What follows belongs to an exercise in optimizing a design on an open flow for small area, a short achievable clock period and few clock cycles; a production flow would make more cautious choices.
In this exercise RTL edits were held to simulation tests only and were not proved equivalent to the original.
Power figures rest on the tool's default switching activity, not on a simulated workload.

--- config.mk ---
export PLATFORM = sky130hd
export DESIGN_NAME = gem_img_line_decoder
export DESIGN_NICKNAME = gem_img_line_decoder
export VERILOG_FILES = /design/flow/design.v
export SDC_FILE = /design/flow/constraint.sdc
export NUM_CORES = 4
export LEC_CHECK = 0
export ABC_AREA = 1
export CAP_MARGIN = 20
export CORE_MARGIN = 2
export CORE_UTILIZATION = 60
export PLACE_DENSITY = 0.75
export SETUP_SLACK_MARGIN = 5
export SLEW_MARGIN = 20
--- flow/run.sh ---
#!/bin/bash
set -euo pipefail
bash standard.sh SETUP_SLACK_MARGIN=7.3 \
  "BUFFER_PORTS_ARGS=-buffer_cell sky130_fd_sc_hd__buf_1" \
  "CTS_ARGS=-sink_clustering_enable -repair_clock_nets -dont_use_dummy_load -sink_clustering_size 24 -sink_clustering_max_diameter 80 -buf_list sky130_fd_sc_hd__clkbuf_16" \
  finish > standard.log 2>&1
--- constraint.sdc ---
create_clock -name core_clock -period 10.5 [get_ports {clk}]
set_input_delay 2.1000 -clock core_clock [delete_from_list [all_inputs] [get_ports {clk}]]
set_output_delay 2.1000 -clock core_clock [all_outputs]
set_load 0.01 [all_outputs]
--- standard.sh ---
#!/bin/bash
# synth_recipe.tcl (not shown) runs the flow's synth.tcl, then flattens the netlist and writes it again
# the make line also repeats each setting of config.mk as NAME=value (left out here)
make -C /OpenROAD-flow-scripts/flow DESIGN_CONFIG=/design/flow/config.mk WORK_HOME=/design/flow/orfs CLKGATE_MAP_FILE= SYNTH_SCRIPT=/design/flow/synth_recipe.tcl "${@:-finish}"
--- design.v ---
package gimg_pkg;
  localparam logic [1:0] CFG_PATTERN_BYTES = 2'd0;
  localparam logic [1:0] CFG_LINE_BYTES    = 2'd1;
  localparam logic [1:0] CFG_LINE_TOTAL    = 2'd2;
  localparam logic [3:0]  PATTERN_BYTES_RST = 4'd2;
  localparam logic [15:0] LINE_BYTES_RST    = 16'd80;
  localparam logic [15:0] LINE_TOTAL_RST    = 16'd400;
  localparam logic [1:0] KIND_FILL    = 2'd0;
  localparam logic [1:0] KIND_LITERAL = 2'd1;
  localparam logic [1:0] KIND_PATTERN = 2'd2;
  localparam logic [7:0] TAG_PATTERN = 8'h00;
  localparam logic [7:0] TAG_BITSTR  = 8'h80;
  localparam logic [7:0] REP_MARK    = 8'hff;
  localparam logic [3:0] PH_LINE    = 4'd0;
  localparam logic [3:0] PH_SAW0    = 4'd1;
  localparam logic [3:0] PH_SAW00   = 4'd2;
  localparam logic [3:0] PH_REPN    = 4'd3;
  localparam logic [3:0] PH_TAG     = 4'd4;
  localparam logic [3:0] PH_PCOUNT  = 4'd5;
  localparam logic [3:0] PH_PATTERN = 4'd6;
  localparam logic [3:0] PH_LCOUNT  = 4'd7;
  localparam logic [3:0] PH_LITERAL = 4'd8;
  localparam logic [3:0] PH_LSKIP   = 4'd9;
endpackage
module gimg_cmpsub #(
  parameter int W = 8
) (
  input  logic [W-1:0] a,
  input  logic [W-1:0] b,
  output logic [W-1:0] d,
  output logic         ge,
  output logic         gt
);
  localparam int L = $clog2(W);
  logic [W-1:0] gl [0:L];
  logic [W-1:0] pl [0:L];
  assign gl[0] = a & ~b;
  assign pl[0] = ~(a ^ b);
  for (genvar l = 0; l < L; l++) begin : g_lvl
    for (genvar i = 0; i < W; i++) begin : g_bit
      if (((i >> l) & 1) == 1) begin : g_join
        localparam int J = ((i >> l) << l) - 1;
        assign gl[l+1][i] = gl[l][i] | (pl[l][i] & gl[l][J]);
        assign pl[l+1][i] = pl[l][i] & pl[l][J];
      end else begin : g_pass
        assign gl[l+1][i] = gl[l][i];
        assign pl[l+1][i] = pl[l][i];
      end
    end
  end
  assign d[0] = ~pl[0][0];
  for (genvar i = 1; i < W; i++) begin : g_sum
    assign d[i] = pl[0][i] ^ (gl[L][i-1] | pl[L][i-1]);
  end
  assign ge = gl[L][W-1] | pl[L][W-1];
  assign gt = gl[L][W-1];
endmodule
import gimg_pkg::*;
module gem_img_line_decoder (
  input  logic        clk,
  input  logic        rst_n,
  input  logic        in_valid,
  output logic        in_ready,
  input  logic [7:0]  in_data_byte,
  input  logic        in_image_start,
  output logic        out_valid,
  input  logic        out_ready,
  output logic [1:0]  out_run_kind,
  output logic [7:0]  out_fill_byte,
  output logic [63:0] out_pattern_word,
  output logic [15:0] out_byte_count,
  output logic        out_end_of_line,
  output logic [7:0]  out_line_repeats,
  output logic        out_image_done,
  input  logic        cfg_valid,
  output logic        cfg_ready,
  input  logic [1:0]  cfg_index,
  input  logic [15:0] cfg_data
);
  logic [3:0]  plen_r;
  logic [15:0] lb_r;
  logic [15:0] lt_r;
  logic        a_vld, b_vld, ir_r;
  logic [7:0]  a_d, b_d;
  logic        b_s;
  logic [3:0]  ph_r;
  logic [15:0] bl_r;       
  logic [15:0] ll_r;       
  logic        act_r;      
  logic [7:0]  rep_r;      
  logic [10:0] tc_r;       
  logic [2:0]  idx_r;      
  logic        out_vld_r;
  logic [1:0]  kind_r;
  logic [7:0]  fill_r;
  logic [63:0] store_r;
  logic [10:0] cnt_r;      
  logic        eol_r;
  logic [7:0]  reps_r;
  logic        done_r;
  logic in_take, step, a_free, a_new_vld, a_new_s, init;
  logic b_vld_nxt;
  assign in_ready  = ir_r;
  assign in_take   = in_valid && !b_vld;
  assign step      = a_vld && (!out_vld_r || out_ready);
  assign a_free    = !a_vld || step;
  assign a_new_vld = b_vld || in_take;
  assign a_new_s   = b_vld ? b_s : in_image_start;
  assign init      = a_free && a_new_vld && a_new_s;
  assign b_vld_nxt = a_free ? 1'b0 : a_new_vld;
  assign cfg_ready = 1'b1;
  always_ff @(posedge clk) begin
    if (!rst_n) begin
      a_vld <= 1'b0;
      b_vld <= 1'b0;
      ir_r  <= 1'b1;
    end else begin
      if (a_free) a_vld <= a_new_vld;
      b_vld <= b_vld_nxt;
      ir_r  <= !b_vld_nxt;
    end
  end
  always_ff @(posedge clk) begin
    if (a_free) begin
      a_d <= b_vld ? b_d : in_data_byte;
    end
    if (!b_vld) begin
      b_d <= in_data_byte;
      b_s <= in_image_start;
    end
  end
  logic [7:0]  d;
  logic        line_start;
  logic [15:0] bl_e;
  logic        d_zero, d_80, d_ff;
  logic        tagph, solid, lit, patb, first, full, emit, cstep;
  logic [10:0] cnt;
  logic [10:0] dlo;
  logic        bge, bgt;
  logic [15:0] diff;
  logic        eol_c;
  logic [10:0] clip;
  logic [7:0]  llo;
  logic        lge, lgt;
  logic [15:0] ll_sub;
  logic        done_c;
  logic [7:0]  reps_c;
  logic        more;
  logic [10:0] tc_add, tc_sum;
  logic [3:0]  ph_nxt;
  logic [15:0] lt_in;
  assign d = a_d;
  assign line_start = (ph_r == PH_LINE);
  assign bl_e       = line_start ? lb_r : bl_r;
  assign d_zero = (d == 8'h00);
  assign d_80   = (d == TAG_BITSTR);
  assign d_ff   = (d == REP_MARK);
  assign tagph = line_start || (ph_r == PH_TAG);
  assign solid = tagph && !d_zero && !d_80;
  assign lit   = (ph_r == PH_LITERAL);
  assign patb  = (ph_r == PH_PATTERN) || ((ph_r == PH_SAW00) && !d_ff);
  assign first = (idx_r == 3'd0);
  assign full  = (idx_r == 3'(plen_r - 4'd1));
  assign emit  = act_r && (solid || lit || (patb && full));
  assign cstep = (ph_r == PH_SAW0) || (ph_r == PH_PCOUNT);
  always_comb begin
    if (tagph)    cnt = {4'd0, d[6:0]};
    else if (lit) cnt = 11'd1;
    else          cnt = tc_r;
  end
  gimg_cmpsub #(.W(11)) u_bl (.a(bl_e[10:0]), .b(cnt), .d(dlo), .ge(bge), .gt(bgt));
  assign eol_c = (bl_e[15:11] == 5'd0) && !bgt;
  assign diff  = {bge ? bl_e[15:11] : bl_e[15:11] - 5'd1, dlo};
  assign clip  = eol_c ? bl_e[10:0] : cnt;
  gimg_cmpsub #(.W(8)) u_ll (.a(ll_r[7:0]), .b(rep_r), .d(llo), .ge(lge), .gt(lgt));
  assign done_c = (ll_r[15:8] == 8'd0) && !lgt;
  assign ll_sub = {lge ? ll_r[15:8] : ll_r[15:8] - 8'd1, llo};
  assign reps_c = done_c ? ll_r[7:0] : rep_r;
  assign more   = (tc_r[7:0] != 8'd1);
  assign tc_add = patb ? {3'd0, store_r[63:56]} : 11'h7ff;
  assign tc_sum = tc_r + tc_add;
  assign lt_in = (cfg_valid && cfg_index == CFG_LINE_TOTAL) ? cfg_data : lt_r;
  always_comb begin
    ph_nxt = ph_r;
    case (ph_r)
      PH_LINE, PH_TAG: begin
        if (d_zero)    ph_nxt = line_start ? PH_SAW0 : PH_PCOUNT;
        else if (d_80) ph_nxt = PH_LCOUNT;
        else           ph_nxt = eol_c ? PH_LINE : PH_TAG;
      end
      PH_SAW0:    ph_nxt = d_zero ? PH_SAW00 : PH_PATTERN;
      PH_SAW00, PH_PATTERN: begin
        if (d_ff && ph_r == PH_SAW00) ph_nxt = PH_REPN;
        else if (full)                ph_nxt = eol_c ? PH_LINE : PH_TAG;
        else                          ph_nxt = PH_PATTERN;
      end
      PH_REPN:    ph_nxt = PH_TAG;
      PH_PCOUNT:  ph_nxt = PH_PATTERN;
      PH_LCOUNT:  ph_nxt = d_zero ? PH_TAG : PH_LITERAL;
      PH_LITERAL: begin
        if (more) ph_nxt = eol_c ? PH_LSKIP : PH_LITERAL;
        else      ph_nxt = eol_c ? PH_LINE : PH_TAG;
      end
      PH_LSKIP:   ph_nxt = more ? PH_LSKIP : PH_LINE;
      default:    ph_nxt = PH_LINE;
    endcase
  end
  always_ff @(posedge clk) begin
    if (!rst_n) begin
      act_r <= 1'b0;
    end else if (init) begin
      act_r <= (lt_in != 16'd0);
    end else if (step && emit && eol_c && done_c) begin
      act_r <= 1'b0;
    end
  end
  always_ff @(posedge clk) begin
    if (init) begin
      ph_r  <= PH_LINE;
      ll_r  <= lt_in;
      rep_r <= 8'd1;
    end else if (step) begin
      ph_r <= ph_nxt;
      if (emit && eol_c)         ll_r <= ll_sub;
      if (emit && eol_c)         rep_r <= 8'd1;
      else if (ph_r == PH_REPN)  rep_r <= d_zero ? 8'd1 : d;
    end
    if (step) begin
      bl_r <= emit ? diff : bl_e;
      if (cstep || ph_r == PH_LCOUNT)                  tc_r <= {3'd0, d};
      else if ((patb && !full) || lit || ph_r == PH_LSKIP) tc_r <= tc_sum;
      idx_r <= patb ? idx_r + 3'd1 : 3'd0;
    end
  end
  logic       cl_en;
  logic [1:0] kind_n;
  logic [7:0] fill_n;
  logic [7:0] st_wr, st_hold;
  assign cl_en  = step && emit;
  assign kind_n = patb ? KIND_PATTERN : (lit ? KIND_LITERAL : KIND_FILL);
  assign fill_n = lit ? d : (patb ? 8'd0 : {8{d[7]}});
  always_ff @(posedge clk) begin
    if (!rst_n) begin
      out_vld_r <= 1'b0;
    end else begin
      out_vld_r <= (step && emit) || (!step && out_vld_r && !out_ready);
    end
  end
  always_ff @(posedge clk) begin
    kind_r <= (kind_n & {2{step}}) | (kind_r & {2{!step}});
    fill_r <= (fill_n & {8{step}}) | (fill_r & {8{!step}});
    cnt_r  <= (clip & {11{cl_en}}) | (cnt_r & {11{!cl_en}});
    eol_r  <= (eol_c & cl_en) | (eol_r & !cl_en);
    reps_r <= (reps_c & {8{cl_en && eol_c}}) | (reps_r & {8{!cl_en}});
    done_r <= (done_c & eol_c & cl_en) | (done_r & !cl_en);
  end
  always_comb begin
    for (int k = 0; k < 7; k++) begin
      st_wr[k]   = step && patb && (idx_r == 3'(k));
      st_hold[k] = !step || (patb && (idx_r != 3'(k)) && (idx_r != 3'd0));
    end
    st_wr[7]   = step && ((patb && idx_r == 3'd7) || cstep);
    st_hold[7] = !step || (patb && !full);
  end
  always_ff @(posedge clk) begin
    for (int k = 0; k < 8; k++) begin
      store_r[8*k +: 8] <= (d & {8{st_wr[k]}}) | (store_r[8*k +: 8] & {8{st_hold[k]}});
    end
  end
  assign out_valid        = out_vld_r;
  assign out_run_kind     = kind_r;
  assign out_fill_byte    = fill_r;
  assign out_pattern_word = store_r;
  assign out_byte_count   = {5'd0, cnt_r};
  assign out_end_of_line  = eol_r;
  assign out_line_repeats = reps_r;
  assign out_image_done   = done_r;
  always_ff @(posedge clk) begin
    if (!rst_n) begin
      plen_r <= PATTERN_BYTES_RST;
      lb_r   <= LINE_BYTES_RST;
      lt_r   <= LINE_TOTAL_RST;
    end else if (cfg_valid) begin
      case (cfg_index)
        CFG_PATTERN_BYTES: begin
          if (cfg_data[3:0] == 4'd0)     plen_r <= 4'd1;
          else if (cfg_data[3:0] > 4'd8) plen_r <= 4'd8;
          else                           plen_r <= cfg_data[3:0];
        end
        CFG_LINE_BYTES: lb_r <= cfg_data;
        CFG_LINE_TOTAL: lt_r <= cfg_data;
        default: begin
        end
      endcase
    end
  end
endmodule
==> results of run 1 <==
-- routing by layer --
layer / vias up / part of all wire [%] / track usage [%]
met1: 4017 / 45 / 36.07
met3: 46 / 6.2 / 3.870
met2: 272 / 47 / 43.09
met4: 0 / 2.0 / 5.675
li1: 4220 / - / -
met5: - / 0 / 0
-- kinds of logic after synthesis --
family                     after synthesis  synth area share [%]
xor gates and xnor gates                19                 1.682
DFF                                    210                 50.28
AOI/OAI and AO/OA                      244                 13.51
muxes                                   16                 1.619
and+or+nand+nor                        470                 20.11
other                                    2               0.07590
adders and majority gates               41                 5.261
buffers and inverters                  183                 7.473
-- cells in the final DEF (no fill, tap or decap), types with 15 or more instances in the layout --
cell	n
a21oi_1	39
buf_1	124
buf_4	29
dfxtp_1	129
edfxtp_1	77
ha_1	39
inv_1	116
nand2_1	262
nand3_1	64
nor2_1	86
o21ai_0	133
o21ai_1	15
o22ai_1	23
-- final cells by class --
class / count / area (um^2) / area share (%)
sequential: 210 / 4982 / 42.80
multi-input combinational: 797 / 4601 / 39.52
timing repair buffer: 169 / 935.9 / 8.040
inverter: 136 / 550.5 / 4.730
clock buffer: 12 / 300.3 / 2.580
tap: 216 / 270.3 / 2.322
-- per-stage QoR --
step                util (%)  power [mW]  worst slack (ns)  area, um^2
finish                 72.75       1.603             7.331       11640
global route           72.75       1.668             7.267       11640
global placement       66.34       1.122             6.099       10610
CTS                    69.82       1.581             7.301       11170
detailed placement     66.34       1.127             6.046       10610
floorplan                  -       1.077             7.269       10110
-- synthesized netlist by cell type, types with 2 or more instances --
master    instances  area, um^2
buf_2             9       45.04
xor2_1           12       105.1
xnor2_1           7       61.31
inv_1           124       465.5
clkbuf_1         28       105.1
o21a_1            2       15.01
o21ai_0         141       705.7
a21oi_1          43       215.2
inv_2             9       33.78
nand2_2           5       31.28
nor2_1           88       330.3
mux2i_1          16       160.2
nand4_1          10       62.56
or2_2             4       25.02
o22ai_1          23       143.9
nand2_1         268        1006
buf_6             2       22.52
nor2_4            2       22.52
nand3_1          67       335.3
o21ai_1          11       55.05
o31ai_1           3       22.52
nor3_1           10       50.05
edfxtp_1         77        2312
dfxtp_1         133        2663
o211ai_1          6       45.04
a31oi_1           7       43.79
ha_1             40       500.5
clkinv_1          3       11.26
conb_1            2       7.510
buf_4             7       52.55
nor2_2            3       18.77
nand3b_1          3       22.52
o21ai_2           2       17.52
nor4_1            4       25.02
-- tightest hold or removal path, delay by kind of cell, from the launching register on --
family	cells	cell delay [ns]
compound gates	1	0.05
flops	1	0.31
buf+inv	1	0.06
-- power by group through the flow --
stage | clock network (mW) | registers (mW) | logic, mW
2_1_floorplan | 0 | 0.905 | 0.171
3_3_place_gp | 0 | 0.907 | 0.215
3_5_place_dp | 0 | 0.908 | 0.219
4_1_cts | 0.461 | 0.889 | 0.230
5_1_grt | 0.488 | 0.893 | 0.288
6_report | 0.455 | 0.890 | 0.258
-- how the worst max path moves through the flow --
stage / startpoint / endpoint / slack [ns] / cells past startpoint
after floorplan: cfg_index[0] / act_r / 7.27 / 9
after CTS: cfg_index[0] / act_r / 7.30 / 10
final: cfg_index[0] / act_r / 7.33 / 11
after global routing: cfg_index[0] / act_r / 7.27 / 11
after detailed placement: out_ready / store_r[50] / 6.05 / 10
after global placement: out_ready / store_r[54] / 6.10 / 10
-- what timing repair did --
item                                    in CTS  in global routing
buffers inserted                            15                 20
endpoints found under the setup margin     195                 84
gates cloned                                 1                  2
gates resized for setup                     26                 55
pin swaps                                    5                 12
hold buffers                                 0                  0
==> summary.txt, run 1 <==
Outcome
  – Status: complete, no violations

Floorplan
  – DIE WIDTH: 132.4 um
  – Starting density of the core: 61.84%
  – Die height: 132.4 um
  – # IOs: 135
  – Total core area: 16000 um^2
  – Num rows: 46
  – Total Die Area: 17530 um^2

Clock network
  – Clk pin slew, worst setup/hold paths: 0.09 ns
  – CTS sink count: 210
  – H-tree levels: 1
  – Worst skew pair latency: 0.46 ns
  – Worst-case clock buffer depth: 3
  – Root Driver: clkbuf_16
  – Total CTS buffers: 12
  – CTS tree: done

Synth
  – Netlist Area Pre-Place: 9894 um^2
  – Top_reg_cell synth: dfxtp_1
  – Synth warn: 7
  – Register area share after synthesis: 50.28%
  – Yosys cell types: 48
  – Instance count of the mapped netlist: 1185
  – Post-synthesis async set-or-reset flop share: 0%
  – Avg Inst Size Synth: 8.350 um^2
  – #FFs+latches synth: 210
  – Number of synthesized flops with an enable pin: 77

Power and ir drop
  – Gate power share: 16.1%
  – Internal power: 1.173 mW
  – Seq pwr share: 55.5%
  – Switch share: 26.78%
  – Clk pwr share: 28.4%
  – Lkg Pwr: 4.726 nW
  – P_sw: 0.4292 mW
  – P per Cell Area: 137.7 nW/um^2
  – Max IR drop VDD: 0.1114 mV

Worst hold path
  – Hold_sp: lb_r[15]
  – Worst hold path class: reg2reg
  – Hold Path Stages: 2
  – Hold worst-path end: lb_r[15]

Setup path
  – Critical path buffers and inverters: 4
  – Crit start category: input port
  – RR Startpoint: ph_r[0]
  – Slowest-stage cell, CP: mux2i_4
  – Max stage delay on crit path: 0.25 ns
  – Endpoint class of the critical path: flop
  – Worst reg-to-reg setup slack: 7.45 ns
  – R2R cell count: 11
  – R2r endpoint: ll_r[14]
  – Worst Path Class, Setup: in2reg
  – Largest delay share family, worst path: simple AND/OR/NAND/NOR gates
  – Crit path max fanout: 6
  – CP Cell Sequence: buf_6 -> inv_12 -> nand3_4 -> buf_12 -> buf_8 -> mux2i_4 -> nand4_1 -> nor2_1 -> nand3_1 -> o31ai_2 -> a21oi_1
  – Crit path DAT: 3.52 ns
  – CP required: 10.85 ns

Timing
  – Slew headroom: 49.91%
  – Final worst path period share: 30.18%
  – Setup Viol. Count Final: 0
  – Clock Skew: 0.02062 ns
  – Fin crit period: 3.169 ns
  – RSZ-0062 raised after global routing: no
  – Total negative slack: 0 ns
  – Fmax: 315.6 MHz
  – Pins Over Slew Limit: 0
  – Worst Max-Slew Pin Slew: 0.7514 ns
  – Hold slack: 0.4585 ns
  – Final hold vios: 0

GRT
  – Pin count of the biggest net entering global routing: 33
  – Initial antenna violation count: 0
  – Gr ovfl total: 0
  – GRT Util Overall: 25.89%
  – Vias in the first global route: 7626
  – First-pass GRT wire length: 37.43 mm

Place
  – HPWL after detailed placement: 16.45 mm
  – Gpl congestion: 0.8901
  – Port Buffers: 128
  – Placed Cells incl. Taps: 1490

Cells and area
  – Area grow syn2layout: 17.64%
  – Nets@finish: 1399
  – Final cell count without fillers: 1540
  – Layout cells sized above 1: 10.73%
  – Filler cell count in the final layout: 1234
  – N_diodes: 0

Drt
  – First drt pass iteration count: 5
  – Initial DRC Count: 612
  – Number of routed nets with antenna violations: 0
  – DRC: 0
  – Post-Route WL: 24.46 mm
  – Via Count: 8555
  – DR vias/cell: 5.555
  – Wirelength per Cell: 15.88 um

Flow run
  – Max Cap Viol: 0
Testbench counts, summed over its fixed seeds: cycles 18,194.
==> run 2: changes to the inputs <==
--- a/config.mk
+++ b/config.mk
@@ -14 +14,2 @@
 export SLEW_MARGIN = 20
+export TNS_END_PERCENT = 5
==> summary.txt, run 2 <==
Outcome
  – Status: complete, no violations

Floorplan
  – Total core area: 16000 um^2
  – # IOs: 135
  – Starting density of the core: 61.84%
  – Total Die Area: 17530 um^2
  – DIE WIDTH: 132.4 um
  – Die height: 132.4 um
  – Num rows: 46

Place
  – Gpl congestion: 0.8788
  – Port Buffers: 128
  – Placed Cells incl. Taps: 1488
  – HPWL after detailed placement: 16.55 mm
  – Post-DP Area: 10500 um^2

Clock network
  – Clk pin slew, worst setup/hold paths: 0.10 ns
  – Root Driver: clkbuf_16
  – Total CTS buffers: 13
  – Worst skew pair latency: 0.48 ns
  – CTS sink count: 210
  – CTS tree: done
  – H-tree levels: 1
  – Worst-case clock buffer depth: 3

Setup path
  – Worst Path Class, Setup: in2reg
  – Crit path DAT: 3.56 ns
  – R2R cell count: 13
  – Crit path max fanout: 4
  – CP required: 10.86 ns
  – Crit start category: input port
  – Endpoint class of the critical path: flop

Timing
  – Fin crit period: 3.208 ns
  – Final worst path period share: 30.55%
  – Worst Max-Slew Pin Slew: 0.7723 ns
  – RSZ-0062 raised after global routing: yes
  – Pins Over Slew Limit: 0
  – Total negative slack: 0 ns
  – Fmax: 311.7 MHz
  – Final hold vios: 0
  – Clock Skew: 0.04857 ns
  – Setup Viol. Count Final: 0
  – Slew headroom: 48.35%

Power and ir drop
  – P per Cell Area: 141.9 nW/um^2
  – Lkg Pwr: 4.654 nW
  – Tot Pwr: 1.612 mW
  – Max IR drop VDD: 0.1445 mV

Drt
  – DRC: 0
  – Via Count: 8452
  – Initial DRC Count: 630
  – Post-Route WL: 24.64 mm
  – DR vias/cell: 5.499
  – Wirelength per Cell: 16.03 um
  – First drt pass iteration count: 7
  – Number of routed nets with antenna violations: 0

Synth
  – Yosys cell types: 48
  – Avg Inst Size Synth: 8.350 um^2
  – Yosys top cell area share: 26.91%
  – Number of synthesized flops with an enable pin: 77
  – Post-synthesis async set-or-reset flop share: 0%
  – Commonest cells in the netlist: nand2_1, o21ai_0, dfxtp_1
  – Area contributors post-synth: dfxtp_1, edfxtp_1, nand2_1, o21ai_0, ha_1
  – Synth warn: 7
  – Netlist Area Pre-Place: 9894 um^2
  – #FFs+latches synth: 210
  – Register area share after synthesis: 50.28%
  – Top_reg_cell synth: dfxtp_1
  – Most numerous cell in the Yosys netlist: nand2_1
  – Instance count of the mapped netlist: 1185
  – Largest area contributor in the netlist: dfxtp_1

Worst hold path
  – Worst hold path class: reg2reg
  – Hold Path Stages: 2

GRT
  – Gr ovfl total: 0
  – Pin count of the biggest net entering global routing: 42
  – Initial antenna violation count: 0
  – Vias in the first global route: 7629
  – First-pass GRT wire length: 37.69 mm
  – GRT Util Overall: 26.02%

Cells and area
  – Final cell count without fillers: 1537
  – N_diodes: 0
  – Filler cell count in the final layout: 1322
  – Final Instance Area: 11360 um^2
  – Layout cells sized above 1: 9.235%
  – Commonest non-fill, non-tap cell in the layout: nand2_1
  – Fin util: 70.99%
  – Area grow syn2layout: 14.80%
  – Nets@finish: 1396
  – Most frequent cells in the layout: nand2_1, o21ai_0, dfxtp_1, buf_1, inv_1

Flow run
  – Max Cap Viol: 0
-- run 2: cell types whose count changed in the layout (fill, tap and decap cells not counted), sizes merged --
cell	before	now
o21ai	155	156
inv	131	127
bufbuf	1	0
buf	165	161
clkinvlp	1	9
nand2	275	274
clkinv	4	2
-- run 2: final timing paths --
kind | from | end | slack, ns
setup / recovery | cfg_index[1] | act_r | 7.29
hold / removal | reps_r[0] | reps_r[0] | 0.46
setup reg to reg | ph_r[1] | ll_r[11] | 7.42
hold reg to reg | reps_r[0] | reps_r[0] | 0.46
-- run 2: logic make-up (layout without fill, tap and decap cells) --
kind of cell,Yosys count,in the layout,synth area share [%]
xor+xnor,19,19,1.682
other cells,2,6,0.07590
fa+ha+maj,41,41,5.261
mux,16,16,1.619
simple gates,470,470,20.11
buf+inv,183,314,7.473
flops,210,210,50.28
compound gates,244,245,13.51
-- run 2: final cells by class --
type	instances	area, um^2	area share, %
clock buffer	13	325.3	2.864
inverter	136	546.8	4.814
multi-input combinational	797	4409	38.82
sequential	210	4980	43.84
tap	216	270.3	2.379
timing repair buffer	163	812.0	7.149
timing repair inverter	2	15.01	0.1322
-- run 2: per-stage QoR --
stage               setup slack (ns)  hold slack, ns
floorplan                      7.130          0.4143
global placement               6.121          0.4377
detailed placement             6.077          0.4450
CTS                            6.885          0.4616
global route                   7.230          0.4875
finish                         7.292          0.4602
-- run 2: what timing repair did --
action	4_1_cts	5_1_grt
setup endpoints to repair	228	183
hold buffers	0	0
buffers inserted	4	28
pin swaps	3	12
gates resized for setup	16	48
endpoints found under the hold margin	0	0
cloned	1	3
-- run 2: critical path, stage by stage --
cell and delay, ns:
buf_1 0.24, nand3_4 0.14, buf_4 0.18, mux2i_2 0.25
nand4_1 0.17, nor2_1 0.13, nand3_1 0.07, o31ai_1 0.21
a21oi_1 0.06
-- run 2: power by group --
part | internal [mW] | switching (mW) | total, mW
clock | 0.222 | 0.256 | 0.478
sequential | 0.876 | 0.0148 | 0.890
combinational | 0.0822 | 0.161 | 0.244
total | 1.18 | 0.432 | 1.61
-- run 2: per-layer routing --
| layer | part of all wire (%) | track usage, % | vias up |
|---|---|---|---|
| met3 | 5.9 | 3.525 | 36 |
| met4 | 2.0 | 5.854 | 0 |
| li1 | - | - | 4205 |
| met2 | 48 | 43.84 | 276 |
| met5 | 0 | 0 | - |
| met1 | 44 | 35.97 | 3935 |
==> run 3: changes to the inputs <==
--- a/flow/run.sh
+++ b/flow/run.sh
@@ -2,3 +2,3 @@
 set -euo pipefail
-bash standard.sh SETUP_SLACK_MARGIN=7.3 \
+bash standard.sh SETUP_SLACK_MARGIN=7.5 \
   "BUFFER_PORTS_ARGS=-buffer_cell sky130_fd_sc_hd__buf_1" \
==> summary.txt, run 3 <==
Flow run
  – Max Cap Viol: 0

Drt
  – Initial DRC Count: 825
  – Via Count: 8897
  – First drt pass iteration count: 6
  – Wirelength per Cell: 16.90 um
  – Post-Route WL: 26.84 mm
  – Number of routed nets with antenna violations: 0
  – DR vias/cell: 5.603
  – DRC: 0

Clock network
  – CTS sink count: 210
  – CTS tree: done
  – Total CTS buffers: 13
  – Worst-case clock buffer depth: 3
  – Worst skew pair latency: 0.47 ns
  – Clk pin slew, worst setup/hold paths: 0.10 ns
  – H-tree levels: 1
  – Root Driver: clkbuf_16

Synth
  – Avg Inst Size Synth: 8.350 um^2
  – Area contributors post-synth: dfxtp_1, edfxtp_1, nand2_1, o21ai_0, ha_1
  – Yosys top cell area share: 26.91%
  – Top_reg_cell synth: dfxtp_1
  – Instance count of the mapped netlist: 1185
  – Commonest cells in the netlist: nand2_1, o21ai_0, dfxtp_1
  – Synth warn: 7
  – Post-synthesis async set-or-reset flop share: 0%
  – Netlist Area Pre-Place: 9894 um^2
  – Most numerous cell in the Yosys netlist: nand2_1
  – Yosys cell types: 48
  – Number of synthesized flops with an enable pin: 77
  – Register area share after synthesis: 50.28%
  – #FFs+latches synth: 210
  – Largest area contributor in the netlist: dfxtp_1

Setup path
  – Endpoint class of the critical path: output port
  – CP Cell Sequence: clkbuf_2
  – Max stage delay on crit path: 0.41 ns
  – Crit start category: flop
  – Largest delay share family, worst path: flip-flops
  – RR Startpoint: ph_r[2]
  – Critical path buffers and inverters: 1
  – Crit path DAT: 1.03 ns
  – Worst Path Class, Setup: reg2out
  – Slowest-stage cell, CP: edfxtp_1
  – Crit path max fanout: 1
  – CP required: 8.40 ns

Cells and area
  – Storage cell area: 4986 um^2
  – Fin util: 76.45%
  – Layout cells sized above 1: 15.82%
  – Area grow syn2layout: 23.62%
  – Most frequent cells in the layout: nand2_1, o21ai_0, dfxtp_1, buf_1, inv_1
  – N_diodes: 0
  – Filler cell count in the final layout: 1174
  – Nets@finish: 1447
  – Area of the multi-input gates: 4845 um^2
  – Commonest non-fill, non-tap cell in the layout: nand2_1

Power and ir drop
  – Tot Pwr: 1.671 mW
  – Max IR drop VDD: 0.09943 mV
  – Lkg Pwr: 4.954 nW
  – P per Cell Area: 136.6 nW/um^2

Floorplan
  – Num rows: 46
  – DIE WIDTH: 132.4 um
  – Total core area: 16000 um^2
  – Total Die Area: 17530 um^2
  – Starting density of the core: 61.84%
  – # IOs: 135
  – Die height: 132.4 um

GRT
  – Pin count of the biggest net entering global routing: 42
  – GRT Util Overall: 26.92%
  – Gr ovfl total: 0
  – Initial antenna violation count: 0
  – First-pass GRT wire length: 38.74 mm
  – Vias in the first global route: 7697

Timing
  – Clock Skew: 0.04729 ns
  – Final setup margin: 7.375 ns
  – Fmax: 320.0 MHz
  – RSZ-0062 raised after global routing: yes
  – Pins Over Slew Limit: 0
  – Final hold vios: 0
  – Fin crit period: 3.125 ns
  – Worst Max-Slew Pin Slew: 0.7114 ns
  – Final worst path period share: 29.76%
  – Setup Viol. Count Final: 0
  – Total negative slack: 0 ns
  – Slew headroom: 52.29%

Place
  – HPWL after detailed placement: 16.78 mm
  – Port Buffers: 128
  – Pre-CTS setup slack: 6.220 ns
  – Gpl congestion: 0.8804

Outcome
  – Status: complete, no violations

Worst hold path
  – Hold_sp: b_d[7]
  – Worst hold path class: reg2reg
[run 3: cell counts after synthesis]
No cell type changed its count.
[run 3: cell type report]
cell class                 instances  area share [%]
multi-input combinational        803           39.61
inverter                         136           4.716
clock buffer                      13           2.660
sequential                       210           40.76
timing repair buffer             206           9.800
tap                              216           2.209
timing repair inverter             4          0.2455
[run 3: power by group]
group	leakage [nW]	internal, mW	total (mW)	switching, mW
Combinational	2.98	0.116	0.302	0.185
Clock	0.160	0.222	0.477	0.255
Sequential	1.81	0.876	0.892	0.0165
Total	4.95	1.21	1.67	0.457
[run 3: repair_timing]
item / CTS / global route
endpoints found under the setup margin: 314 / 234
cloned: 4 / 7
pin swaps: 10 / 28
resized for setup: 45 / 92
setup buffers: 14 / 63
hold buffers: 0 / 0
[run 3: path summary, 6_finish.rpt]
path	endpoint	slack, ns	cells after the start
setup / recovery	out_image_done	7.37	1
hold / removal	b_d[7]	0.46	2
setup reg to reg	ll_r[11]	7.52	17
hold reg to reg	b_d[7]	0.46	2
[run 3: through the flow]
stage	cells	instance area [um^2]	hold slack [ns]
after floorplan	1189	10160	0.4143
after global routing	1588	12230	0.4803
after detailed placement	1487	10630	0.4406
after global placement	1487	10630	0.4368
after CTS	1518	11260	0.4632
final	1588	12230	0.4607
[run 3: per-layer routing]
layer | up-vias | routed length (um) | global-route usage [%] | share of wire (%)
li1 | 4323 | - | - | -
met1 | 4147 | 11250 | 37.34 | 42
met2 | 377 | 12970 | 44.79 | 48
met3 | 50 | 1994 | 4.061 | 7.4
met4 | 0 | 622 | 6.332 | 2.3
met5 | - | 0 | 0 | 0
[run 3: kinds of logic after synthesis]
logic type	Yosys count	synth area share (%)
simple gates	470	20.11
compound gates	244	13.51
flops	210	50.28
buf+inv	183	7.473
fa+ha+maj	41	5.261
xor+xnor	19	1.682
mux	16	1.619
other cells	2	0.07590
==> run 4: changes to the inputs <==
--- a/flow/run.sh
+++ b/flow/run.sh
@@ -2,3 +2,3 @@
 set -euo pipefail
-bash standard.sh SETUP_SLACK_MARGIN=7.5 \
+bash standard.sh SETUP_SLACK_MARGIN=7.4 \
   "BUFFER_PORTS_ARGS=-buffer_cell sky130_fd_sc_hd__buf_1" \
==> summary.txt, run 4 <==
Setup path
  – CP required: 8.40 ns
  – Worst Path Class, Setup: reg2out
  – Crit path max fanout: 1
  – Crit start category: flop
  – Crit path DAT: 1.05 ns
  – Critical path buffers and inverters: 1
  – Slowest-stage cell, CP: edfxtp_1
  – Max stage delay on crit path: 0.42 ns
  – CP Cell Sequence: buf_1
  – Largest delay share family, worst path: flip-flops
  – Endpoint class of the critical path: output port

Power and ir drop
  – P_sw: 0.4383 mW
  – Gate power share: 15.9%
  – Switch share: 27.27%
  – Lkg Pwr: 4.679 nW
  – Internal power: 1.169 mW
  – Max IR drop VDD: 0.1066 mV
  – Tot Pwr: 1.607 mW
  – Clk pwr share: 28.7%
  – Seq pwr share: 55.4%
  – P per Cell Area: 138.3 nW/um^2

Timing
  – Worst Max-Slew Pin Slew: 0.7458 ns
  – Slew headroom: 49.99%
  – Total negative slack: 0 ns
  – RSZ-0062 raised after global routing: yes
  – Fin crit period: 3.149 ns
  – Clock Skew: 0.03785 ns
  – Final hold vios: 0
  – Final worst path period share: 29.99%
  – Fmax: 317.5 MHz
  – Pins Over Slew Limit: 0
  – Setup Viol. Count Final: 0

Synth
  – Largest area contributor in the netlist: dfxtp_1
  – Most numerous cell in the Yosys netlist: nand2_1
  – Commonest cells in the netlist: nand2_1, o21ai_0, dfxtp_1
  – Netlist Area Pre-Place: 9894 um^2
  – Instance count of the mapped netlist: 1185
  – Yosys cell types: 48
  – Area contributors post-synth: dfxtp_1, edfxtp_1, nand2_1, o21ai_0, ha_1
  – Number of synthesized flops with an enable pin: 77
  – #FFs+latches synth: 210
  – Top_reg_cell synth: dfxtp_1
  – Post-synthesis async set-or-reset flop share: 0%
  – Avg Inst Size Synth: 8.350 um^2
  – Yosys top cell area share: 26.91%
  – Synth warn: 7
  – Register area share after synthesis: 50.28%

Clock network
  – Clk pin slew, worst setup/hold paths: 0.10 ns
  – Worst-case clock buffer depth: 3
  – Worst skew pair latency: 0.48 ns
  – H-tree levels: 1
  – Post-cts hold buffer count: 0
  – CTS sink count: 210
  – Root Driver: clkbuf_16
  – Total CTS buffers: 12
  – CTS tree: done

Floorplan
  – Num rows: 46
  – # IOs: 135
  – Total core area: 16000 um^2
  – Total Die Area: 17530 um^2
  – Die height: 132.4 um
  – Starting density of the core: 61.84%
  – DIE WIDTH: 132.4 um

Cells and area
  – Most frequent cells in the layout: nand2_1, o21ai_0, dfxtp_1, buf_1, inv_1
  – Storage cell area: 4981 um^2
  – N_diodes: 0
  – Final cell count without fillers: 1542
  – Commonest non-fill, non-tap cell in the layout: nand2_1
  – Layout cells sized above 1: 11.31%
  – Area of the multi-input gates: 4659 um^2
  – Nets@finish: 1401
  – Filler cell count in the final layout: 1274
  – Area grow syn2layout: 17.44%

Drt
  – Wirelength per Cell: 16.14 um
  – DRC: 0
  – Post-Route WL: 24.89 mm
  – DR vias/cell: 5.553
  – First drt pass iteration count: 5
  – Via Count: 8562
  – Initial DRC Count: 692
  – Number of routed nets with antenna violations: 0

GRT
  – Initial antenna violation count: 0
  – Vias in the first global route: 7556
  – GRT Util Overall: 25.93%
  – Pin count of the biggest net entering global routing: 31
  – First-pass GRT wire length: 37.61 mm
  – Gr ovfl total: 0

Worst hold path
  – Worst hold path class: reg2reg

Place
  – Gpl congestion: 0.9182
  – HPWL after detailed placement: 16.48 mm
  – Placed Cells incl. Taps: 1489
  – Port Buffers: 128

Outcome
  – Status: complete, no violations

Flow run
  – Max Cap Viol: 0
-- run 4: kinds of logic (layout without fill, tap and decap cells) --
family / after synthesis / after routing / synth area share [%]
other cells: 2 / 6 / 0.07590
compound gates: 244 / 246 / 13.51
fa+ha+maj: 41 / 41 / 5.261
simple gates: 470 / 471 / 20.11
xor+xnor: 19 / 19 / 1.682
buf+inv: 183 / 317 / 7.473
flops: 210 / 210 / 50.28
mux: 16 / 16 / 1.619
-- run 4: routing by layer --
layer,track usage [%],share of wire (%)
met4,5.078,1.9
met2,42.43,47
met1,37.61,44
met5,0,0
met3,2.989,7.1
-- run 4: metrics by stage --
stage	worst slack, ns	hold WS (ns)	utilization, %	cell area (um^2)
global route	7.240	0.4793	72.62	11620
global placement	5.667	0.4290	66.34	10610
finish	7.351	0.4595	72.62	11620
CTS	7.239	0.4614	69.37	11100
detailed placement	5.598	0.4352	66.34	10610
floorplan	7.269	0.4143	-	10120
-- run 4: worst paths after layout --
kind             from             end  slack (ns)  cells past startpoint
max              flop  out_image_done        7.35                      1
min          lb_r[15]        lb_r[15]        0.46                      2
max reg2reg   ph_r[1]         ll_r[8]        7.44                     13
min reg2reg  lb_r[15]        lb_r[15]        0.46                      2
-- run 4: what timing repair did --
action                                  4_1_cts  5_1_grt
setup buffers                                 8       28
pin swaps                                     3        9
cloned                                        3        2
endpoints found under the setup margin      215      166
gates resized for setup                      26       57
-- run 4: cell type report --
class	instances	area share [%]
Clock buffer	12	2.584
Inverter	136	4.932
Multi-Input combinational cell	799	40.10
Sequential cell	210	42.87
Tap cell	216	2.326
Timing Repair Buffer	167	7.053
Timing Repair inverter	2	0.1400
-- run 4: worst reg2reg max path: stages, from the launching register on --
cell and delay, ns:
dfxtp_2 0.41, nor2_4 0.06, buf_4 0.17, buf_4 0.16, nand2_8 0.15, nand3_1 0.12, ha_1 0.37, a21oi_2 0.17
or2_2 0.14, nand2_1 0.10, nor3_4 0.23, buf_12 0.15, nand4_4 0.18, o21ai_4 0.36
-- run 4: power groups by stage --
stage | Sequential [mW] | Combinational, mW | Clock [mW]
floorplan | 0.905 | 0.172 | 0
global placement | 0.907 | 0.215 | 0
global route | 0.893 | 0.287 | 0.488
finish | 0.890 | 0.256 | 0.461
detailed placement | 0.908 | 0.221 | 0
CTS | 0.889 | 0.230 | 0.462
==> run 5: changes to the inputs <==
--- a/flow/run.sh
+++ b/flow/run.sh
@@ -2,3 +2,3 @@
 set -euo pipefail
-bash standard.sh SETUP_SLACK_MARGIN=7.4 \
+bash standard.sh SETUP_SLACK_MARGIN=7.35 \
   "BUFFER_PORTS_ARGS=-buffer_cell sky130_fd_sc_hd__buf_1" \
==> summary.txt, run 5 <==
Outcome
  – Status: complete, no violations

Setup path
  – CP required: 10.86 ns
  – Worst reg-to-reg setup slack: 7.51 ns
  – RR Startpoint: a_d[1]
  – R2R cell count: 12
  – Crit path max fanout: 16
  – R2r endpoint: ll_r[10]
  – Worst Path Class, Setup: in2reg
  – Endpoint class of the critical path: flop
  – Crit start category: input port
  – Crit path DAT: 3.61 ns

Timing
  – Worst Max-Slew Pin Slew: 0.7431 ns
  – Setup Viol. Count Final: 0
  – Clock Skew: 0.03712 ns
  – Total negative slack: 0 ns
  – Final hold vios: 0
  – RSZ-0062 raised after global routing: yes
  – Fin crit period: 3.257 ns
  – Fmax: 307.1 MHz
  – Slew headroom: 50.46%
  – Final worst path period share: 31.02%
  – Final setup margin: 7.243 ns
  – Pins Over Slew Limit: 0

Worst hold path
  – Hold_sp: b_d[6]
  – Hold Path Stages: 2
  – Hold worst-path end: b_d[6]
  – Worst hold path class: reg2reg

Clock network
  – H-tree levels: 1
  – Root Driver: clkbuf_16
  – Clk pin slew, worst setup/hold paths: 0.10 ns
  – Worst skew pair latency: 0.47 ns
  – Post-cts hold buffer count: 0
  – Worst-case clock buffer depth: 3
  – Total CTS buffers: 13
  – CTS tree: done
  – CTS sink count: 210

Cells and area
  – Final Instance Area: 11530 um^2
  – Nets@finish: 1403
  – Layout cells sized above 1: 10.09%
  – Most frequent cells in the layout: nand2_1, o21ai_0, dfxtp_1, buf_1, inv_1
  – Area grow syn2layout: 16.55%
  – Commonest non-fill, non-tap cell in the layout: nand2_1
  – N_diodes: 0
  – Fin util: 72.08%

Synth
  – Avg Inst Size Synth: 8.350 um^2
  – Post-synthesis async set-or-reset flop share: 0%
  – Commonest cells in the netlist: nand2_1, o21ai_0, dfxtp_1
  – Netlist Area Pre-Place: 9894 um^2
  – Yosys top cell area share: 26.91%
  – #FFs+latches synth: 210
  – Largest area contributor in the netlist: dfxtp_1
  – Most numerous cell in the Yosys netlist: nand2_1
  – Register area share after synthesis: 50.28%
  – Area contributors post-synth: dfxtp_1, edfxtp_1, nand2_1, o21ai_0, ha_1
  – Top_reg_cell synth: dfxtp_1
  – Synth warn: 7
  – Number of synthesized flops with an enable pin: 77
  – Yosys cell types: 48
  – Instance count of the mapped netlist: 1185

Place
  – Pre-CTS setup slack: 5.466 ns
  – Post-DP Area: 10540 um^2
  – Gpl congestion: 0.9068
  – Port Buffers: 128
  – HPWL after detailed placement: 16.71 mm

Floorplan
  – Die height: 132.4 um
  – Total Die Area: 17530 um^2
  – Total core area: 16000 um^2
  – Starting density of the core: 61.84%
  – Num rows: 46
  – # IOs: 135
  – DIE WIDTH: 132.4 um

Drt
  – Initial DRC Count: 564
  – DRC: 0
  – Post-Route WL: 24.84 mm
  – DR vias/cell: 5.587
  – First drt pass iteration count: 6
  – Wirelength per Cell: 16.09 um
  – Via Count: 8626
  – Number of routed nets with antenna violations: 0

GRT
  – First-pass GRT wire length: 38.36 mm
  – Vias in the first global route: 7537
  – Pin count of the biggest net entering global routing: 31
  – Met3 Use GR: 3.103%
  – Gr ovfl total: 0
  – Gr busiest metal: met2
  – GRT Util Overall: 26.56%
  – Initial antenna violation count: 0
  – Global routing met1 resource utilization: 37.20%
  – Met2 Use GR: 44.47%

Power and ir drop
  – P per Cell Area: 140.0 nW/um^2
  – Max IR drop VDD: 0.1241 mV
  – Tot Pwr: 1.615 mW
  – Lkg Pwr: 4.699 nW

Flow run
  – Max Cap Viol: 0
run 5: cell counts after synthesis:
Identical to the previous run, type by type.
run 5: worst max-delay path, stage by stage:
cell	delay, ns
buf_1	0.23
nand3_4	0.13
buf_12	0.18
buf_4	0.14
mux2i_1	0.25
nand4_1	0.18
o31ai_1	0.32
a21oi_1	0.07
run 5: where the power goes:
group / internal [mW] / switching (mW) / leakage [nW]
combinational: 0.0854 / 0.165 / 2.73
clock: 0.222 / 0.253 / 0.160
sequential: 0.876 / 0.0146 / 1.81
run 5: layer usage:
metal / vias up / part of all wire [%]
met1: 4042 / 44
met3: 57 / 6.0
met5: - / 0
met4: 0 / 2.8
li1: 4240 / -
met2: 287 / 47
run 5: logic make-up after synthesis:
logic type,after synthesis,synth area share (%)
buffers and inverters,183,7.473
AOI/OAI and AO/OA,244,13.51
adders and majority gates,41,5.261
DFF,210,50.28
muxes,16,1.619
and+or+nand+nor,470,20.11
xor gates and xnor gates,19,1.682
other,2,0.07590
run 5: final cells by class:
cell class | count | area, um^2
Fill cell | 1325 | 4468
Inverter | 136 | 540.5
Timing Repair inverter | 3 | 20.02
Sequential cell | 210 | 4980
Clock buffer | 13 | 325.3
Tap cell | 216 | 270.3
Timing Repair Buffer | 166 | 857.1
Multi-Input combinational cell | 800 | 4539
run 5: through the flow:
stage	hold WS, ns	std cells
2_1_floorplan	0.4143	1189
3_3_place_gp	0.4320	1489
3_5_place_dp	0.4354	1489
4_1_cts	0.4562	1510
5_1_grt	0.4743	1544
6_report	0.4539	1544
run 5: how the worst max path moves through the flow:
| stage | end | startpoint | cells after the start | slack, ns |
|---|---|---|---|---|
| finish | act_r | cfg_index[1] | 8 | 7.24 |
| global route | act_r | cfg_index[1] | 9 | 7.15 |
| CTS | rep_r[5] | ph_r[2] | 15 | 6.88 |
| detailed placement | store_r[45] | out_ready | 10 | 5.47 |
| global placement | store_r[47] | out_ready | 10 | 5.58 |
| floorplan | act_r | cfg_index[0] | 10 | 7.17 |
run 5: timing repair:
action / 4_1_cts / 5_1_grt
cloned: 3 / 4
setup endpoints to repair: 230 / 203
resized for setup: 13 / 59
pin swaps: 2 / 14
buffers inserted: 5 / 30
==> run 6: changes to the inputs <==
--- a/config.mk
+++ b/config.mk
@@ -14,2 +14 @@
 export SLEW_MARGIN = 20
-export TNS_END_PERCENT = 5
==> summary.txt, run 6 <==
Setup path
  – Worst reg-to-reg setup slack: 7.44 ns
  – Crit path max fanout: 1
  – Critical path depth: 1
  – CP required: 8.40 ns
  – Critical path buffers and inverters: 1
  – RR Startpoint: ph_r[2]
  – Largest delay share family, worst path: flip-flops
  – CP Cell Sequence: buf_1
  – R2R cell count: 13
  – Slowest-stage cell, CP: edfxtp_1
  – Worst Path Class, Setup: reg2out
  – Endpoint class of the critical path: output port
  – Crit path DAT: 1.04 ns
  – R2r endpoint: ll_r[9]
  – Crit start category: flop
  – Max stage delay on crit path: 0.41 ns

Clock network
  – Worst-case clock buffer depth: 3
  – Clk pin slew, worst setup/hold paths: 0.09 ns
  – Root Driver: clkbuf_16
  – Worst skew pair latency: 0.48 ns
  – H-tree levels: 1
  – Post-cts hold buffer count: 0
  – Total CTS buffers: 13
  – CTS sink count: 210
  – CTS tree: done

Flow run
  – Max Cap Viol: 0

Floorplan
  – Num rows: 46
  – Die height: 132.4 um
  – Total Die Area: 17530 um^2
  – # IOs: 135
  – Starting density of the core: 61.84%
  – Total core area: 16000 um^2
  – DIE WIDTH: 132.4 um

Power and ir drop
  – Lkg Pwr: 4.729 nW
  – Max IR drop VDD: 0.1143 mV
  – P per Cell Area: 140.3 nW/um^2

GRT
  – GRT Util Overall: 27.22%
  – Vias in the first global route: 7845
  – First-pass GRT wire length: 39.27 mm
  – Pin count of the biggest net entering global routing: 41
  – Initial antenna violation count: 0
  – Gr ovfl total: 0

Cells and area
  – Most frequent cells in the layout: nand2_1, o21ai_0, dfxtp_1, buf_1, inv_1
  – Fin util: 72.95%
  – Nets@finish: 1404
  – Commonest non-fill, non-tap cell in the layout: nand2_1
  – Layout cells sized above 1: 12.04%
  – Final Instance Area: 11670 um^2
  – N_diodes: 0
  – Area grow syn2layout: 17.97%

Timing
  – Clock Skew: 0.04282 ns
  – Final setup margin: 7.364 ns
  – Final hold vios: 0
  – Pins Over Slew Limit: 0
  – Fmax: 318.8 MHz
  – Worst Max-Slew Pin Slew: 0.8034 ns
  – Final worst path period share: 29.87%
  – Fin crit period: 3.136 ns
  – Total negative slack: 0 ns
  – Slew headroom: 46.13%
  – RSZ-0062 raised after global routing: yes
  – Hold slack: 0.4548 ns
  – Setup Viol. Count Final: 0

Synth
  – Commonest cells in the netlist: nand2_1, o21ai_0, dfxtp_1
  – Area contributors post-synth: dfxtp_1, edfxtp_1, nand2_1, o21ai_0, ha_1
  – Yosys cell types: 48
  – #FFs+latches synth: 210
  – Most numerous cell in the Yosys netlist: nand2_1
  – Avg Inst Size Synth: 8.350 um^2
  – Number of synthesized flops with an enable pin: 77
  – Post-synthesis async set-or-reset flop share: 0%
  – Synth warn: 7
  – Yosys top cell area share: 26.91%
  – Largest area contributor in the netlist: dfxtp_1
  – Netlist Area Pre-Place: 9894 um^2
  – Top_reg_cell synth: dfxtp_1
  – Instance count of the mapped netlist: 1185
  – Register area share after synthesis: 50.28%

Place
  – Gpl congestion: 0.9058
  – Post-DP Area: 10620 um^2
  – Port Buffers: 128
  – Pre-CTS setup slack: 6.104 ns
  – HPWL after detailed placement: 16.65 mm

Drt
  – First drt pass iteration count: 5
  – DRC: 0
  – Wirelength per Cell: 16.53 um
  – Post-Route WL: 25.54 mm
  – DR vias/cell: 5.611
  – Initial DRC Count: 716
  – Via Count: 8669
  – Number of routed nets with antenna violations: 0

Worst hold path
  – Hold_sp: b_d[6]
  – Worst hold path class: reg2reg
  – Hold worst-path end: b_d[6]
  – Hold Path Stages: 2

Outcome
  – Status: complete, no violations
[run 6: cell families after synthesis]
logic type               synth area share [%]
multiplexers                            1.619
buffers and inverters                   7.473
adder cells (fa/ha/maj)                 5.261
AO/OA/AOI/OAI                           13.51
flip-flops                              50.28
other                                 0.07590
XOR/XNOR                                1.682
AND/OR/NAND/NOR                         20.11
[run 6: worst register-to-register path, stage by stage (launching register included)]
cell     delay (ns)
dfxtp_2        0.39
nor2_4         0.18
buf_12         0.16
nand2_8        0.10
o21a_1         0.20
inv_1          0.12
ha_4           0.23
a21oi_2        0.17
or2_2          0.14
nand2_1        0.10
nor3_4         0.28
buf_6          0.16
nand4_4        0.13
o21ai_4        0.37
[run 6: cell type report]
type	instances	area, um^2
clock buffer	13	325.3
fill	1260	4328
inverter	136	566.8
multi-input combinational	797	4613
sequential	210	4982
tap	216	270.3
timing repair buffer	170	889.6
timing repair inverter	3	25.02
[run 6: worst max-delay path by stage]
| stage | from | endpoint | slack, ns |
|---|---|---|---|
| finish | flop | out_fill_byte[3] | 7.36 |
| global route | a_d[0] | tc_r[9] | 7.23 |
| detailed placement | out_ready | ll_r[11] | 6.10 |
| CTS | flop | out_fill_byte[3] | 7.34 |
| global placement | out_ready | ll_r[10] | 6.17 |
| floorplan | cfg_index[0] | act_r | 7.27 |
[run 6: metrics by stage]
step / cells / total power, mW
detailed placement: 1489 / 1.128
floorplan: 1189 / 1.077
finish: 1545 / 1.637
global placement: 1489 / 1.123
CTS: 1517 / 1.614
global route: 1545 / 1.697
[run 6: repair_timing]
| action | in CTS | in global routing |
|---|---|---|
| setup endpoints to repair | 187 | 114 |
| cloned | 2 | 2 |
| buffers inserted | 13 | 26 |
| gates resized for setup | 45 | 45 |
| pin swaps | 6 | 14 |
[run 6: where the power goes]
group / internal, mW / leakage [nW] / switching, mW
clock: 0.222 / 0.160 / 0.261
sequential: 0.876 / 1.81 / 0.0155
combinational: 0.0919 / 2.76 / 0.171
total: 1.19 / 4.73 / 0.448
[run 6: per-layer routing]
metal	wire length [um]	share of wire, %	up-vias	GRT usage [%]
li1	-	-	4227	-
met1	11200	44	4076	37.88
met2	12280	48	317	46.03
met3	1506	5.9	49	3.563
met4	551	2.2	0	5.436
met5	0	0	-	0
==> run 7: changes to the inputs <==
--- a/flow/run.sh
+++ b/flow/run.sh
@@ -2,3 +2,3 @@
 set -euo pipefail
-bash standard.sh SETUP_SLACK_MARGIN=7.35 \
+bash standard.sh SETUP_SLACK_MARGIN=7.3 \
   "BUFFER_PORTS_ARGS=-buffer_cell sky130_fd_sc_hd__buf_1" \
--- a/config.mk
+++ b/config.mk
@@ -10,4 +10,4 @@
 export CORE_MARGIN = 2
-export CORE_UTILIZATION = 60
-export PLACE_DENSITY = 0.75
+export CORE_UTILIZATION = 55
+export PLACE_DENSITY = 0.65
 export SETUP_SLACK_MARGIN = 5
==> summary.txt, run 7 <==
Flow run
  – Max Cap Viol: 0

Clock network
  – Post-cts hold buffer count: 0
  – Clk pin slew, worst setup/hold paths: 0.09 ns
  – Worst-case clock buffer depth: 3
  – Worst skew pair latency: 0.49 ns
  – CTS tree: done
  – Total CTS buffers: 14
  – CTS sink count: 210
  – H-tree levels: 1
  – Root Driver: clkbuf_16

Cells and area
  – Nets@finish: 1408
  – Commonest non-fill, non-tap cell in the layout: nand2_1
  – Layout cells sized above 1: 10.95%
  – Fin util: 65.59%
  – Most frequent cells in the layout: nand2_1, o21ai_0, dfxtp_1, buf_1, inv_1
  – Filler cell count in the final layout: 1557
  – Area grow syn2layout: 17.87%
  – N_diodes: 0

GRT
  – Gr ovfl total: 0
  – Vias in the first global route: 7688
  – GRT Util Overall: 24.95%
  – First-pass GRT wire length: 39.23 mm
  – Gr busiest metal: met2
  – Initial antenna violation count: 0
  – Met3 Use GR: 4.434%
  – Pin count of the biggest net entering global routing: 42
  – Global routing met1 resource utilization: 34.56%
  – Met2 Use GR: 41.77%

Synth
  – Top_reg_cell synth: dfxtp_1
  – Avg Inst Size Synth: 8.350 um^2
  – Netlist Area Pre-Place: 9894 um^2
  – Post-synthesis async set-or-reset flop share: 0%
  – Area contributors post-synth: dfxtp_1, edfxtp_1, nand2_1, o21ai_0, ha_1
  – Most numerous cell in the Yosys netlist: nand2_1
  – Synth warn: 7
  – #FFs+latches synth: 210
  – Number of synthesized flops with an enable pin: 77
  – Commonest cells in the netlist: nand2_1, o21ai_0, dfxtp_1
  – Instance count of the mapped netlist: 1185
  – Yosys top cell area share: 26.91%
  – Register area share after synthesis: 50.28%
  – Largest area contributor in the netlist: dfxtp_1
  – Yosys cell types: 48

Floorplan
  – DIE WIDTH: 138.1 um
  – Num rows: 49
  – Die height: 138.1 um
  – Total Die Area: 19080 um^2
  – Total core area: 17780 um^2
  – # IOs: 135
  – Starting density of the core: 55.65%

Drt
  – Via Count: 8281
  – Number of routed nets with antenna violations: 0
  – Wirelength per Cell: 16.00 um
  – Post-Route WL: 24.99 mm
  – DR vias/cell: 5.302
  – Initial DRC Count: 457
  – First drt pass iteration count: 5
  – DRC: 0

Setup path
  – Worst reg-to-reg setup slack: 7.45 ns
  – Crit start category: input port
  – R2r endpoint: ll_r[12]
  – CP Cell Sequence: clkbuf_4 -> inv_12 -> nand3_4 -> buf_6 -> mux2i_4 -> nand4_1 -> nor2_1 -> nand3_1 -> o31ai_2 -> a21oi_1
  – Slowest-stage cell, CP: o31ai_2
  – Worst Path Class, Setup: in2reg
  – Crit path DAT: 3.54 ns
  – Crit path max fanout: 4
  – Endpoint class of the critical path: flop
  – CP required: 10.85 ns
  – Max stage delay on crit path: 0.29 ns
  – RR Startpoint: ph_r[3]
  – R2R cell count: 11

Timing
  – Slew headroom: 51.55%
  – Fin crit period: 3.192 ns
  – Total negative slack: 0 ns
  – Clock Skew: 0.05530 ns
  – RSZ-0062 raised after global routing: yes
  – Pins Over Slew Limit: 0
  – Worst Max-Slew Pin Slew: 0.7225 ns
  – Hold slack: 0.4557 ns
  – Final worst path period share: 30.40%
  – Fmax: 313.2 MHz
  – Setup Viol. Count Final: 0
  – Final hold vios: 0

Place
  – HPWL after detailed placement: 17.10 mm
  – Port Buffers: 128
  – Gpl congestion: 0.8680

Worst hold path
  – Hold worst-path end: b_d[6]
  – Worst hold path class: reg2reg
  – Hold Path Stages: 2
  – Hold_sp: b_d[6]

Power and ir drop
  – Lkg Pwr: 4.756 nW
  – P per Cell Area: 141.1 nW/um^2
  – Max IR drop VDD: 0.1015 mV

Outcome
  – Status: complete, no violations
-- run 7: cell count changes in the layout (fill, tap and decap cells not counted), moves of 3 or more --
| cell | before | now |
|---|---|---|
| mux2i_4 | 12 | 9 |
| clkinvlp_4 | 5 | 2 |
| buf_1 | 118 | 124 |
| buf_4 | 33 | 37 |
| clkbuf_2 | 8 | 2 |
| dfxtp_2 | 6 | 2 |
| dfxtp_1 | 127 | 130 |
-- run 7: what timing repair did --
| item | 4_1_cts | 5_1_grt |
|---|---|---|
| cloned | 1 | 0 |
| gates resized for setup | 26 | 46 |
| setup endpoints to repair | 194 | 109 |
| pin swaps | 7 | 9 |
| buffers inserted | 20 | 23 |
-- run 7: cell families (layout without fill, tap and decap cells) --
kind of cell	after synthesis	count (layout)	synth area share [%]
compound gates	244	244	13.51
xor+xnor	19	19	1.682
fa+ha+maj	41	41	5.261
buf+inv	183	327	7.473
flops	210	210	50.28
mux	16	16	1.619
other cells	2	6	0.07590
simple gates	470	470	20.11
-- run 7: per-layer routing --
metal	up-vias	routed length, um
li1	4234	-
met1	3811	11550
met2	215	11740
met3	21	1419
met4	0	285
met5	-	0
-- run 7: worst max-delay path by stage --
stage            startpoint       end  cells past startpoint
2_1_floorplan  cfg_index[0]     act_r                      9
3_3_place_gp      out_ready  ll_r[14]                      8
3_5_place_dp      out_ready  rep_r[6]                     11
4_1_cts             ph_r[3]  rep_r[3]                     19
5_1_grt        cfg_index[0]   lb_r[9]                      7
6_report       cfg_index[0]     act_r                     10
-- run 7: where the power goes --
part           internal (mW)  leakage, nW  switching (mW)
combinational         0.0892         2.77           0.161
sequential             0.875         1.81          0.0149
clock                  0.239        0.173           0.266
-- run 7: stage by stage --
step	std cells	cell area, um^2	setup WS (ns)	power [mW]
CTS	1539	11290	7.262	1.632
detailed placement	1504	10640	5.966	1.129
finish	1562	11660	7.308	1.645
global route	1562	11660	7.245	1.713
floorplan	1189	10110	7.269	1.077
global placement	1504	10640	6.038	1.125
-- run 7: cell type report --
| class | count | area [um^2] | area share (%) |
|---|---|---|---|
| tap | 229 | 286.5 | 2.457 |
| timing repair buffer | 177 | 945.9 | 8.111 |
| clock buffer | 14 | 350.3 | 3.004 |
| sequential | 210 | 4981 | 42.71 |
| inverter | 136 | 548.0 | 4.699 |
| multi-input combinational | 796 | 4551 | 39.02 |
-- run 7: critical path, delay by kind of cell --
family                 cells  cell delay, ns
multiplexers               1            0.25
AND/OR/NAND/NOR            4            0.47
buffers and inverters      3            0.34
AO/OA/AOI/OAI              2            0.36
==> run 8: changes to the inputs <==
--- a/config.mk
+++ b/config.mk
@@ -8,7 +8,7 @@
 export ABC_AREA = 1
-export CAP_MARGIN = 20
+export CAP_MARGIN = 5
 export CORE_MARGIN = 2
-export CORE_UTILIZATION = 55
-export PLACE_DENSITY = 0.65
+export CORE_UTILIZATION = 60
+export PLACE_DENSITY = 0.75
 export SETUP_SLACK_MARGIN = 5
-export SLEW_MARGIN = 20
+export SLEW_MARGIN = 5
==> summary.txt, run 8 <==
Synth
  – Avg Inst Size Synth: 8.350 um^2
  – #FFs+latches synth: 210
  – Register area share after synthesis: 50.28%
  – Most numerous cell in the Yosys netlist: nand2_1
  – Post-synthesis async set-or-reset flop share: 0%
  – Number of synthesized flops with an enable pin: 77
  – Area contributors post-synth: dfxtp_1, edfxtp_1, nand2_1, o21ai_0, ha_1
  – Yosys cell types: 48
  – Top_reg_cell synth: dfxtp_1
  – Instance count of the mapped netlist: 1185
  – Netlist Area Pre-Place: 9894 um^2
  – Commonest cells in the netlist: nand2_1, o21ai_0, dfxtp_1
  – Largest area contributor in the netlist: dfxtp_1
  – Yosys top cell area share: 26.91%
  – Synth warn: 7

Power and ir drop
  – Lkg Pwr: 4.726 nW
  – Max IR drop VDD: 0.1114 mV
  – P per Cell Area: 137.7 nW/um^2

Clock network
  – H-tree levels: 1
  – Post-cts hold buffer count: 0
  – CTS tree: done
  – Root Driver: clkbuf_16
  – CTS sink count: 210
  – Worst-case clock buffer depth: 3
  – Worst skew pair latency: 0.46 ns
  – Total CTS buffers: 12
  – Clk pin slew, worst setup/hold paths: 0.09 ns

Setup path
  – Crit start category: input port
  – Max stage delay on crit path: 0.25 ns
  – Endpoint class of the critical path: flop
  – Worst Path Class, Setup: in2reg
  – Crit path DAT: 3.52 ns
  – CP Cell Sequence: buf_6 -> inv_12 -> nand3_4 -> buf_12 -> buf_8 -> mux2i_4 -> nand4_1 -> nor2_1 -> nand3_1 -> o31ai_2 -> a21oi_1
  – Slowest-stage cell, CP: mux2i_4
  – CP required: 10.85 ns
  – Crit path max fanout: 6
  – R2R cell count: 11

Timing
  – Final hold vios: 0
  – Final worst path period share: 30.18%
  – Clock Skew: 0.02062 ns
  – Setup Viol. Count Final: 0
  – Total negative slack: 0 ns
  – RSZ-0062 raised after global routing: no
  – Slew headroom: 49.91%
  – Fin crit period: 3.169 ns
  – Worst Max-Slew Pin Slew: 0.7514 ns
  – Fmax: 315.6 MHz
  – Pins Over Slew Limit: 0
  – Hold slack: 0.4585 ns

Place
  – HPWL after detailed placement: 16.45 mm
  – Gpl congestion: 0.8901
  – Port Buffers: 128

Drt
  – Post-Route WL: 24.46 mm
  – Number of routed nets with antenna violations: 0
  – First drt pass iteration count: 5
  – Wirelength per Cell: 15.88 um
  – DR vias/cell: 5.555
  – Via Count: 8555
  – Initial DRC Count: 612
  – DRC: 0

Cells and area
  – Nets@finish: 1399
  – N_diodes: 0
  – Layout cells sized above 1: 10.73%
  – Filler cell count in the final layout: 1234
  – Commonest non-fill, non-tap cell in the layout: nand2_1
  – Area grow syn2layout: 17.64%
  – Most frequent cells in the layout: nand2_1, o21ai_0, dfxtp_1, buf_1, inv_1

Worst hold path
  – Hold Path Stages: 2
  – Worst hold path class: reg2reg

Floorplan
  – # IOs: 135
  – Total Die Area: 17530 um^2
  – Die height: 132.4 um
  – DIE WIDTH: 132.4 um
  – Num rows: 46
  – Total core area: 16000 um^2
  – Starting density of the core: 61.84%

Flow run
  – Max Cap Viol: 0

GRT
  – Gr ovfl total: 0
  – GRT Util Overall: 25.89%
  – Global routing met1 resource utilization: 36.07%
  – Vias in the first global route: 7626
  – Initial antenna violation count: 0
  – Met3 Use GR: 3.870%
  – Pin count of the biggest net entering global routing: 33
  – First-pass GRT wire length: 37.43 mm
  – Met2 Use GR: 43.09%
  – Gr busiest metal: met2

Outcome
  – Status: complete, no violations
## run 8: cell counts after synthesis
Identical to the previous run, type by type.
## run 8: repair_timing
action                     CTS  global route
pin swaps                    5            12
resized for setup           26            55
setup buffers               15            20
setup endpoints to repair  195            84
gates cloned                 1             2
## run 8: final cells by class
type / instances / area [um^2] / share of cell area, %
flip-flops and latches: 210 / 4982 / 42.80
clock buffers: 12 / 300.3 / 2.580
inverters: 136 / 550.5 / 4.730
repair buffers: 169 / 935.9 / 8.040
well taps: 216 / 270.3 / 2.322
multi-input cells: 797 / 4601 / 39.52
## run 8: final timing paths
kind | startpoint | end | slack (ns)
worst max-delay path | cfg_index[0] | act_r | 7.33
worst min-delay path | lb_r[15] | lb_r[15] | 0.46
worst max register to register | ph_r[0] | ll_r[14] | 7.45
worst min register to register | lb_r[15] | lb_r[15] | 0.46
## run 8: metal layers
| layer | vias to the layer above | share of wire, % |
|---|---|---|
| met2 | 272 | 47 |
| met5 | - | 0 |
| li1 | 4220 | - |
| met4 | 0 | 2.0 |
| met3 | 46 | 6.2 |
| met1 | 4017 | 45 |
## run 8: metrics by stage
stage | power, mW | util (%) | cell area (um^2) | cells | worst slack (ns)
after floorplan | 1.077 | - | 10110 | 1189 | 7.269
after global placement | 1.122 | 66.34 | 10610 | 1490 | 6.099
after detailed placement | 1.127 | 66.34 | 10610 | 1490 | 6.046
after CTS | 1.581 | 69.82 | 11170 | 1518 | 7.301
after global routing | 1.668 | 72.75 | 11640 | 1540 | 7.267
final | 1.603 | 72.75 | 11640 | 1540 | 7.331
## run 8: kinds of logic after synthesis
kind of cell / synth area share, %
other cells: 0.07590
xor+xnor: 1.682
compound gates: 13.51
simple gates: 20.11
flops: 50.28
mux: 1.619
buf+inv: 7.473
fa+ha+maj: 5.261
## run 8: report_power, final
group | leakage, nW | switching [mW] | internal (mW)
clock network | 0.148 | 0.249 | 0.206
registers | 1.81 | 0.0149 | 0.875
logic | 2.77 | 0.165 | 0.0924
total | 4.73 | 0.429 | 1.17
## run 8: critical path: cells and delay by family
kind / cells / cell delay [ns]
muxes: 1 / 0.25
buffers and inverters: 4 / 0.43
and+or+nand+nor: 4 / 0.44
AOI/OAI and AO/OA: 2 / 0.31

==> port drivers added, routing unchanged <==
In the flow no input, the clock included, has a driving cell. The finished layouts below were timed again as built, in two steps.
Step 1 (the two cells are an assumption about what drives the block):
set clk [get_ports {clk}]
set_driving_cell -lib_cell sky130_fd_sc_hd__clkbuf_16 $clk
set_driving_cell -lib_cell sky130_fd_sc_hd__buf_2 [delete_from_list [all_inputs] $clk]
Step 2 moves the port delays by t, midway between the first and last clock arrival at a register: inputs arrive t later, outputs are due t later. That takes back most of the time a late clock gives input paths.
Three values: no drivers, after step 1, after step 2; two values: the first two.
run	shift t [ns]	setup WS [ns]	worst setup path after step 2	worst slew at a driven data input, ns
run 1	0.496	7.331 / 7.288 / 6.840	input to register	0.05
run 2	0.500	7.292 / 7.315 / 6.814	input to register	0.04
run 3	0.490	7.375 / 7.329 / 7.018	input to register	0.06
run 4	0.508	7.351 / 7.308 / 6.875	input to register	0.03
run 5	0.492	7.243 / 7.262 / 6.770	input to register	0.04
run 6	0.504	7.364 / 7.320 / 6.898	input to register	0.05
run 7	0.510	7.308 / 7.309 / 6.823	input to register	0.05
run 8	0.496	7.331 / 7.288 / 6.840	input to register	0.05
After both steps setup and hold are still met in every run listed.
